Background: an optimization exercise with open tools, aiming at small area, a short achievable clock period and few clock cycles per item. Do not read the settings as production practice. In this exercise RTL edits were held to simulation tests only and were not proved equivalent to the original. Power and IR drop assume default switching activity.

==> flow/design.v (excerpt) <==
module ser_top
(
    input  logic                       clk,
    input  logic                       reset,
    input  logic                       en,
    input  logic                       entry_valid,
    input  logic [29-1:0] entry_field_id,
    input  logic [5-1:0]     entry_type,
    input  logic                       entry_nested,
    input  logic [64-1:0]     addr,
    input  logic                       mem_rsp_valid,
    input  logic [63:0]                mem_rsp_data,
    output logic                       mem_req_valid,
    output logic                       mem_req_write,
    output logic [64-1:0]     mem_req_addr,
    output logic [8*10-1:0]    mem_req_data,
    output logic [10-1:0]      mem_req_lane_en,
    output logic                       ready,
    output logic                       done,
    output logic [64-1:0]     write_point
);
Settings: LEC_CHECK=0, CAP_MARGIN=20, CORE_MARGIN=2, CORE_UTILIZATION=40, SLEW_MARGIN=20; clock period 11.0 ns.
standard.sh (not shown) runs the stock make flow with config.mk's settings and CLKGATE_MAP_FILE= SYNTH_SCRIPT=/design/flow/synth_recipe.tcl, a recipe that flattens the netlist after the stock synthesis.
==> flow/flow/run.sh <==
#!/bin/bash
# Standard layout, with the timing repair asked to leave more setup slack than
# the clock period needs (the clock period and constraints are unchanged).
set -o pipefail
bash standard.sh SETUP_SLACK_MARGIN=7.5 finish > flow_make.log 2>&1
Testbench counts at the start, summed over its fixed seeds: cycles 4,678, entries 2,048.
Next try:
--- a/flow/design.v
+++ b/flow/design.v
@@ -253,35 +253,30 @@
             end
             else if ((i == 0 || r_th[(i + ND - 1) % ND]) && !r_th[i])
                 r_data[i] <= r_in;
         end
     end
     assign r_in = decode(r_cls[r_tail], mem_rsp_data);
     logic                       push;
     logic                       pop;
     logic [29-1:0] top_id;
     logic [64-1:0]     top_wp;
     logic [59:0]                wp_hi;
-    logic [59:0]                wp_hi_m1;       
-    logic [59:0]                wp_hi_m2;       
+    logic [59:0]                hm1_q;
     logic                       pb;             
-    logic [59:0]                hi_t;           
-    logic [59:0]                hi_tm1;         
+    logic [59:0]                hi_m1;          
     logic [3:0]                 wp_lo;
     logic [64-1:0]     wp;
-    logic [64-1:0]     wp_out;
-    assign wp_hi_m2 = wp_hi_m1 - 60'd1;
-    assign hi_t = pb ? wp_hi_m1 : wp_hi;
-    assign hi_tm1 = pb ? wp_hi_m2 : wp_hi_m1;
-    assign wp = {hi_t, wp_lo};
-    assign write_point = wp_out;
+    assign hi_m1 = pb ? hm1_q - 60'd1 : hm1_q;
+    assign wp = {wp_hi, wp_lo};
+    assign write_point = wp;
     logic                       h_nest;
     logic                       h_close;
     logic [29-1:0] h_id;
     logic [4:0]                 h_kl;
     logic                       h_valid;
     logic                       r_avail;
     assign {h_nest, h_close, h_id, h_kl} = q_row[0];
     assign h_valid = q_th[0];
     assign r_avail = r_th[0];
     logic                       p1_v;
     logic                       p1_nest;
@@ -345,23 +340,23 @@
             p1_close <= h_close;
             p1_id <= h_close ? top_id : h_id;
             p1_kl <= h_kl2;
             p1_val <= h_val;
             p1_vnz <= h_vnz[9:1];
             p1_tlt <= h_tlt;
         end
     end
     logic                   w_v;
     logic                   w_wr;
     logic                   w_fin;
-    logic [64-1:0] w_addr;
+    logic                   w_sec;          
     logic [79:0]            w_data;
     logic [9:0]             w_lanes;
     logic                   w_issue;
     logic                   w_room;
     assign w_issue = w_v && !(a_rd && w_wr);
     assign w_room = !w_v || w_issue;
     logic [63:0]   v;
     logic [31:0]   key;
     logic [4:0]    kl;
     logic [9:0]    vnz;             
     logic [4:0]    knz;
@@ -401,116 +396,114 @@
                         sb[j] = vb[j - k - 1];
                 end
             end
         end
         lanes1 = p1_tlt[9:0];
         lanes2 = p1_tlt[14:10];
         big = p1_tlt[10];
         lo_diff = '0;
         for (int t = 2; t < 16; t++)
             if (p1_tlt[t - 1] && (t == 15 || !p1_tlt[t % 15]))
                 lo_diff = lo_diff | ({1'b0, wp_lo} - 5'(t));
-        wp_new = {lo_diff[4] ? hi_tm1 : hi_t, lo_diff[3:0]};
+        wp_new = {lo_diff[4] ? hi_m1 : wp_hi, lo_diff[3:0]};
     end
     logic p_first;                  
     assign p2_go = p1_v && w_room;
     assign p_first = p2_go && !p_ph;
     assign p2_done = p2_go && (p1_nest || p_ph || !big);
     assign push = p2_go && p1_nest;
     assign pop = p_first && p1_close;
     always_ff @(posedge clk)
     begin
         if (reset)
         begin
             ready_q <= 1'b1;
             q_th <= '0;
             r_tail <= '0;
             s_tail <= '0;
             r_th <= '0;
             s_th <= '0;
             wp_hi <= 60'(64'h300 >> 4);
-            wp_hi_m1 <= 60'(64'h300 >> 4) - 60'd1;
+            hm1_q <= 60'(64'h300 >> 4) - 60'd1;
             pb <= 1'b0;
             wp_lo <= 4'(64'h300);
-            wp_out <= 64'h300;
             p1_v <= 1'b0;
             p_ph <= 1'b0;
             w_v <= 1'b0;
         end
         else
         begin
             q_th <= th_step(q_th, accept, q_pop);
             if (accept && in_scalar)
                 s_tail <= r_next(s_tail);
             if (mem_rsp_valid)
                 r_tail <= r_next(r_tail);
             r_th <= th_step_d(r_th, mem_rsp_valid, r_pop);
             s_th <= th_step_d(s_th, a_rd_n, r_pop);
             ready_q <= !((q_th[NQ-1] && (accept || !q_pop)) ||
                          (q_th[NQ-2] && !q_th[NQ-1] && accept && !q_pop)) &&
                        !((s_th[ND-1] && (a_rd_n || !r_pop)) ||
                          (s_th[ND-2] && !s_th[ND-1] && a_rd_n && !r_pop));
             if (p1_load)
                 p1_v <= 1'b1;
             else if (p2_done)
                 p1_v <= 1'b0;
-            wp_hi <= hi_t;
-            wp_hi_m1 <= hi_tm1;
+            hm1_q <= hi_m1;
             pb <= p_first && !p1_nest && lo_diff[4];
+            if (p_first && !p1_nest && lo_diff[4])
+                wp_hi <= hi_m1;
             if (p_first && !p1_nest)
                 wp_lo <= lo_diff[3:0];
-            wp_out <= (p_first && !p1_nest) ? wp_new : wp;
             if (p2_go)
                 p_ph <= p_first && !p1_nest && big;
             if (w_issue)
                 w_v <= 1'b0;
             if (p2_go)
                 w_v <= 1'b1;
         end
     end
     always_ff @(posedge clk)
     begin
         if (p2_go)
         begin
             w_wr <= !p1_nest;
             w_fin <= p1_nest || p_ph || !big;
+            w_sec <= p_ph;
             if (!p_ph)
             begin
-                w_addr <= wp_new;
                 for (int j = 0; j < 10; j++)
                     w_data[8*j +: 8] <= sb[j];
                 w_lanes <= lanes1;
             end
             else
             begin
-                w_addr <= wp + 64'd10;
                 for (int j = 0; j < 10; j++)
                     w_data[8*j +: 8] <= (j < 5) ? sb[j + 10] : 8'd0;
                 w_lanes <= {5'd0, lanes2};
             end
         end
     end
     logic                   w_v_n;
     logic                   w_wr_n;
     logic                   w_fin_n;
     logic [64-1:0] w_addr_n;
     logic                   o_valid;
     logic                   o_write;
     logic                   o_done;
     logic [64-1:0] o_addr;
     always_comb
     begin
         w_v_n = p2_go || (w_v && !w_issue);
         w_wr_n = w_wr;
         w_fin_n = w_fin;
-        w_addr_n = w_addr;
+        w_addr_n = w_sec ? wp + 64'd10 : wp;
         if (p2_go)
         begin
             w_wr_n = !p1_nest;
             w_fin_n = p1_nest || p_ph || !big;
             w_addr_n = p_ph ? wp + 64'd10 : wp_new;
         end
     end
     always_ff @(posedge clk)
     begin
         o_addr <= a_rd_n ? addr : w_addr_n;
         o_write <= !a_rd_n;
After rerunning: The new run finished with timing, DRC and antenna clean. Non-clock buffer count fell by 62. Total power fell by a few percent. Die area fell by a few percent. Cell area fell by a few percent. Clock skew stays flat. Via count fell by a few percent. Worst hold slack is about the same.
Testbench counts after the change, summed over its fixed seeds: cycles 4,678, entries 2,048.

-- afterwards: timing with drivers on the ports --
The results above use ideal ports. As a check the final layouts listed here were re-extracted and re-timed, cells and wires unchanged.
Step 1 sets driving cells, clkbuf_16 on the clock port and buf_2 on the other inputs (assumed; they add their load-dependent delay and slew).
Step 2 times the ports against the registers' clock, not the clock port: input delays grow and output delays shrink by t, the midpoint of the rising clock arrivals with the driver on.
a / b / c = ideal ports / drivers / drivers and shift; a / b = the first two.
run | t (ns) | slack for setup (ns) | clock arrival spread, ns | worst register clock-pin slew, ns | cell pins on the clock port's net
the first run | 0.986 | 7.224 / 7.121 / 6.594 | 0.049 / 0.049 | 0.07 / 0.07 | 1
the second run | 0.962 | 7.171 / 7.171 / 6.632 | 0.047 / 0.047 | 0.07 / 0.07 | 1
After both steps setup and hold are still met in every run listed. The setup slack of the first run, which loses most, moves by -0.103 ns with the drivers and by -0.630 ns with both steps.
